What follows belongs to an exercise in optimizing a design on an open flow for small area and a short achievable clock period; a production flow would make more cautious choices.
RTL that was checked went through simulation tests only; none was proved equivalent to the original.
Power figures rest on the tool's default switching activity, not on a simulated workload.

==> module sobel_radd, before the edit <==
module sobel_radd (
  input  logic        cin,      
  input  logic [10:2] g,
  input  logic [11:2] t,
  output logic [11:2] s
);
  logic w0;
  logic w1;
  logic w2;
  logic w3;
  logic w4;
  logic w5;
  logic w6;
  logic w7;
  logic w8;
  logic w9;
  logic w10;
  logic w11;
  logic w12;
  logic w13;
  logic w14;
  logic w15;
  logic w16;
  logic w17;
  logic w18;
  logic w19;
  logic w20;
  logic w21;
  logic w22;
  logic w23;
  logic w24;
  logic w25;
  logic w26;
  logic w27;
  logic w28;
  sobel_aoi21 u1 (.a(g[2]), .b(t[2]), .c(cin), .y(w0));
  sobel_aoi21 u2 (.a(g[4]), .b(t[4]), .c(g[3]), .y(w1));
  sobel_nand2 u3 (.a(t[4]), .b(t[3]), .y(w2));
  sobel_aoi21 u4 (.a(g[6]), .b(t[6]), .c(g[5]), .y(w3));
  sobel_nand2 u5 (.a(t[6]), .b(t[5]), .y(w4));
  sobel_aoi21 u6 (.a(g[8]), .b(t[8]), .c(g[7]), .y(w5));
  sobel_nand2 u7 (.a(t[8]), .b(t[7]), .y(w6));
  sobel_aoi21 u8 (.a(g[10]), .b(t[10]), .c(g[9]), .y(w7));
  sobel_nand2 u9 (.a(t[10]), .b(t[9]), .y(w8));
  sobel_inv u10 (.a(g[3]), .y(w9));
  sobel_inv u11 (.a(t[3]), .y(w10));
  sobel_oai21 u12 (.a(w9), .b(w10), .c(w0), .y(w11));
  sobel_oai21 u13 (.a(w1), .b(w2), .c(w0), .y(w12));
  sobel_inv u14 (.a(g[7]), .y(w13));
  sobel_inv u15 (.a(t[7]), .y(w14));
  sobel_oai21 u16 (.a(w13), .b(w14), .c(w3), .y(w15));
  sobel_nor2 u17 (.a(w14), .b(w4), .y(w16));
  sobel_oai21 u18 (.a(w5), .b(w6), .c(w3), .y(w17));
  sobel_nor2 u19 (.a(w6), .b(w4), .y(w18));
  sobel_aoi21 u20 (.a(g[5]), .b(t[5]), .c(w12), .y(w19));
  sobel_inv u21 (.a(w3), .y(w20));
  sobel_inv u22 (.a(w4), .y(w21));
  sobel_aoi21 u23 (.a(w20), .b(w21), .c(w12), .y(w22));
  sobel_aoi21 u24 (.a(w15), .b(w16), .c(w12), .y(w23));
  sobel_aoi21 u25 (.a(w17), .b(w18), .c(w12), .y(w24));
  sobel_inv u26 (.a(g[9]), .y(w25));
  sobel_inv u27 (.a(t[9]), .y(w26));
  sobel_oai21 u28 (.a(w25), .b(w26), .c(w24), .y(w27));
  sobel_oai21 u29 (.a(w7), .b(w8), .c(w24), .y(w28));
  logic [11:2] p;
  assign p = {t[11], t[10:2] & ~g};
  assign s[2] = p[2] ^ cin;
  assign s[3] = ~(p[3] ^ w0);    
  assign s[4] = p[4] ^ w11;
  assign s[5] = p[5] ^ w12;
  assign s[6] = ~(p[6] ^ w19);    
  assign s[7] = ~(p[7] ^ w22);    
  assign s[8] = ~(p[8] ^ w23);    
  assign s[9] = ~(p[9] ^ w24);    
  assign s[10] = p[10] ^ w27;
  assign s[11] = p[11] ^ w28;
endmodule
export LEC_CHECK = 0
export CAP_MARGIN = 20
export CORE_MARGIN = 2
export CORE_UTILIZATION = 55
export PLACE_DENSITY = 0.8
export SETUP_SLACK_MARGIN = 3.75
export SLEW_MARGIN = 20
export SYNTH_HIERARCHICAL = 1
create_clock -name core_clock -period 7.0 [get_ports {clk_main_a0}]
standard.sh (not shown) runs the stock make flow with config.mk's settings and CLKGATE_MAP_FILE= SYNTH_SCRIPT=/design/flow/synth_recipe.tcl, a recipe that flattens the netlist after the stock synthesis.
==> flow/flow/run.sh <==
#!/bin/bash
# The standard layout (standard.sh, unchanged synthesis and steps) with two
# placement/CTS options changed:
#  - port buffers are sky130_fd_sc_hd__buf_1 instead of the default pick
#  - clock tree built from clkbuf_4/clkbuf_8 without dummy loads
set -o pipefail
export BUFFER_PORTS_ARGS="-buffer_cell sky130_fd_sc_hd__buf_1"
export CTS_ARGS="-sink_clustering_enable -repair_clock_nets -dont_use_dummy_load -buf_list {sky130_fd_sc_hd__clkbuf_4 sky130_fd_sc_hd__clkbuf_8}"
bash standard.sh > standard.log 2>&1
status=$?
cp -r orfs/logs orfs_logs 2>/dev/null
exit $status
Rerun with:
--- a/flow/design.v
+++ b/flow/design.v
@@ -31,9 +31,6 @@
   logic w23;
   logic w24;
   logic w25;
-  logic w26;
-  logic w27;
-  logic w28;
   sobel_aoi21 u1 (.a(g[2]), .b(t[2]), .c(cin), .y(w0));
   sobel_aoi21 u2 (.a(g[4]), .b(t[4]), .c(g[3]), .y(w1));
   sobel_nand2 u3 (.a(t[4]), .b(t[3]), .y(w2));
@@ -43,38 +40,35 @@
   sobel_nand2 u7 (.a(t[8]), .b(t[7]), .y(w6));
   sobel_aoi21 u8 (.a(g[10]), .b(t[10]), .c(g[9]), .y(w7));
   sobel_nand2 u9 (.a(t[10]), .b(t[9]), .y(w8));
-  sobel_inv u10 (.a(g[3]), .y(w9));
-  sobel_inv u11 (.a(t[3]), .y(w10));
-  sobel_oai21 u12 (.a(w9), .b(w10), .c(w0), .y(w11));
-  sobel_oai21 u13 (.a(w1), .b(w2), .c(w0), .y(w12));
-  sobel_inv u14 (.a(g[7]), .y(w13));
-  sobel_inv u15 (.a(t[7]), .y(w14));
-  sobel_oai21 u16 (.a(w13), .b(w14), .c(w3), .y(w15));
-  sobel_nor2 u17 (.a(w14), .b(w4), .y(w16));
-  sobel_oai21 u18 (.a(w5), .b(w6), .c(w3), .y(w17));
-  sobel_nor2 u19 (.a(w6), .b(w4), .y(w18));
-  sobel_aoi21 u20 (.a(g[5]), .b(t[5]), .c(w12), .y(w19));
-  sobel_inv u21 (.a(w3), .y(w20));
-  sobel_inv u22 (.a(w4), .y(w21));
-  sobel_aoi21 u23 (.a(w20), .b(w21), .c(w12), .y(w22));
-  sobel_aoi21 u24 (.a(w15), .b(w16), .c(w12), .y(w23));
-  sobel_aoi21 u25 (.a(w17), .b(w18), .c(w12), .y(w24));
-  sobel_inv u26 (.a(g[9]), .y(w25));
-  sobel_inv u27 (.a(t[9]), .y(w26));
-  sobel_oai21 u28 (.a(w25), .b(w26), .c(w24), .y(w27));
-  sobel_oai21 u29 (.a(w7), .b(w8), .c(w24), .y(w28));
+  sobel_inv u10 (.a(w0), .y(w9));
+  sobel_aoi21 u11 (.a(g[3]), .b(t[3]), .c(w9), .y(w10));
+  sobel_oai21 u12 (.a(w1), .b(w2), .c(w0), .y(w11));
+  sobel_inv u13 (.a(w3), .y(w12));
+  sobel_inv u14 (.a(w4), .y(w13));
+  sobel_aoi21 u15 (.a(g[7]), .b(t[7]), .c(w12), .y(w14));
+  sobel_nand2 u16 (.a(t[7]), .b(w13), .y(w15));
+  sobel_oai21 u17 (.a(w5), .b(w6), .c(w3), .y(w16));
+  sobel_nor2 u18 (.a(w6), .b(w4), .y(w17));
+  sobel_aoi21 u19 (.a(g[5]), .b(t[5]), .c(w11), .y(w18));
+  sobel_inv u20 (.a(w11), .y(w19));
+  sobel_oai21 u21 (.a(w3), .b(w4), .c(w19), .y(w20));
+  sobel_oai21 u22 (.a(w14), .b(w15), .c(w19), .y(w21));
+  sobel_aoi21 u23 (.a(w16), .b(w17), .c(w11), .y(w22));
+  sobel_inv u24 (.a(w22), .y(w23));
+  sobel_aoi21 u25 (.a(g[9]), .b(t[9]), .c(w23), .y(w24));
+  sobel_oai21 u26 (.a(w7), .b(w8), .c(w22), .y(w25));
   logic [11:2] p;
   assign p = {t[11], t[10:2] & ~g};
   assign s[2] = p[2] ^ cin;
   assign s[3] = ~(p[3] ^ w0);    
-  assign s[4] = p[4] ^ w11;
-  assign s[5] = p[5] ^ w12;
-  assign s[6] = ~(p[6] ^ w19);    
-  assign s[7] = ~(p[7] ^ w22);    
-  assign s[8] = ~(p[8] ^ w23);    
-  assign s[9] = ~(p[9] ^ w24);    
-  assign s[10] = p[10] ^ w27;
-  assign s[11] = p[11] ^ w28;
+  assign s[4] = ~(p[4] ^ w10);    
+  assign s[5] = p[5] ^ w11;
+  assign s[6] = ~(p[6] ^ w18);    
+  assign s[7] = p[7] ^ w20;
+  assign s[8] = p[8] ^ w21;
+  assign s[9] = ~(p[9] ^ w22);    
+  assign s[10] = ~(p[10] ^ w24);    
+  assign s[11] = p[11] ^ w25;
 endmodule
 module sobel_inv (
   input  logic a,
Effect: Wire length grows by about 3.4%; area after synthesis is about the same; setup slack loses 0.022 ns; design area stays flat; first-iteration DRC count falls by about 10%; total power is about the same.

---

Another version of the RTL of sobel_conv_top (not shown whole).
For scale: roughly 610 cells after synthesis, ~190 flip-flops, ~180 I/O pins, ~0.0084 mm² of cells after synthesis.
clock: 7.0 ns
lec_check: 0
cap_margin: 20
core_margin: 2
core_utilization: 55
place_density: 0.8
setup_slack_margin: 3.75
slew_margin: 20
synth_hierarchical: 1
Scripts as last shown in full above: flow/flow/run.sh
Rerun with:
--- a/flow/design.v
+++ b/flow/design.v
@@ -290,23 +290,23 @@
       r_t    <= {4'b0, res_t};
       r_g    <= res_g;
       r_c2   <= res_c2;
     end
   end
   logic [11:0] sum_lo;
   assign sum_lo[1:0] = r_t[1:0];
   sobel_radd u_radd (.cin(r_c2), .g(r_g), .t(r_t[11:2]), .s(sum_lo[11:2]));
   assign rdata = {r_dead ? 16'hDEAD : 16'h0000, r_t[15:12], sum_lo};
   logic [15:0] dip_meta, led_pre_n;    
   always_ff @(posedge clk_main_a0) begin
-    dip_meta <= vdip;
+    dip_meta  <= vdip;
     led_pre_n <= ~(scratch & dip_meta & {16{rst_n}});
     vled      <= ~led_pre_n & {16{rst_n}};
   end
 endmodule
 module sobel_fa (
   input  logic a,
   input  logic b,
   input  logic c,
   output logic s,
   output logic co
 );
=> Clock-buffer cell count stays the same; setup slack stays the same; core utilization does not change; routed wire length does not change; area after synthesis stays the same; via count stays the same; die area does not change; flip-flop and latch count is unchanged; non-clock buffer count is unchanged; final cell count is unchanged; power stays the same; design area stays the same.
Function not checked in the first run of this note: the RTL went through the layout flow alone.

static timing again, ports no longer ideal:
The flow's constraints put no driver on any port. The routed layouts listed below were extracted and timed again, unchanged, in two steps. Step 1: set_driving_cell puts a clkbuf_16 on clk_main_a0 and a buf_2 on each other input, an assumption about the parent block. Step 2 times the ports against the registers' clock, not the clock port: input delays grow and output delays shrink by t, the midpoint of the rising clock arrivals with the driver on. Three values: no drivers, after step 1, after step 2; two values: the first two.
| run | t, ns | setup slack, ns | hold slack, ns | clock arrival spread, ns | pins driven straight from the clock port |
|---|---|---|---|---|---|
| the first run of note 1 | 0.476 | 3.808 / 3.770 / 3.770 | 0.376 / 0.376 / 0.376 | 0.030 / 0.029 | 1 |
| the second run of note 1 | 0.484 | 3.786 / 3.753 / 3.714 | 0.366 / 0.366 / 0.366 | 0.030 / 0.031 | 1 |
| the first run of note 2 | 0.502 | 3.740 / 3.701 / 3.675 | 0.382 / 0.382 / 0.382 | 0.034 / 0.034 | 1 |
| the second run of note 2 | 0.502 | 3.740 / 3.701 / 3.675 | 0.382 / 0.382 / 0.382 | 0.034 / 0.034 | 1 |
After both steps setup and hold are still met in every run listed. The setup slack of the second run of note 1, which loses most, moves by -0.033 ns with the drivers and by -0.072 ns with both steps.
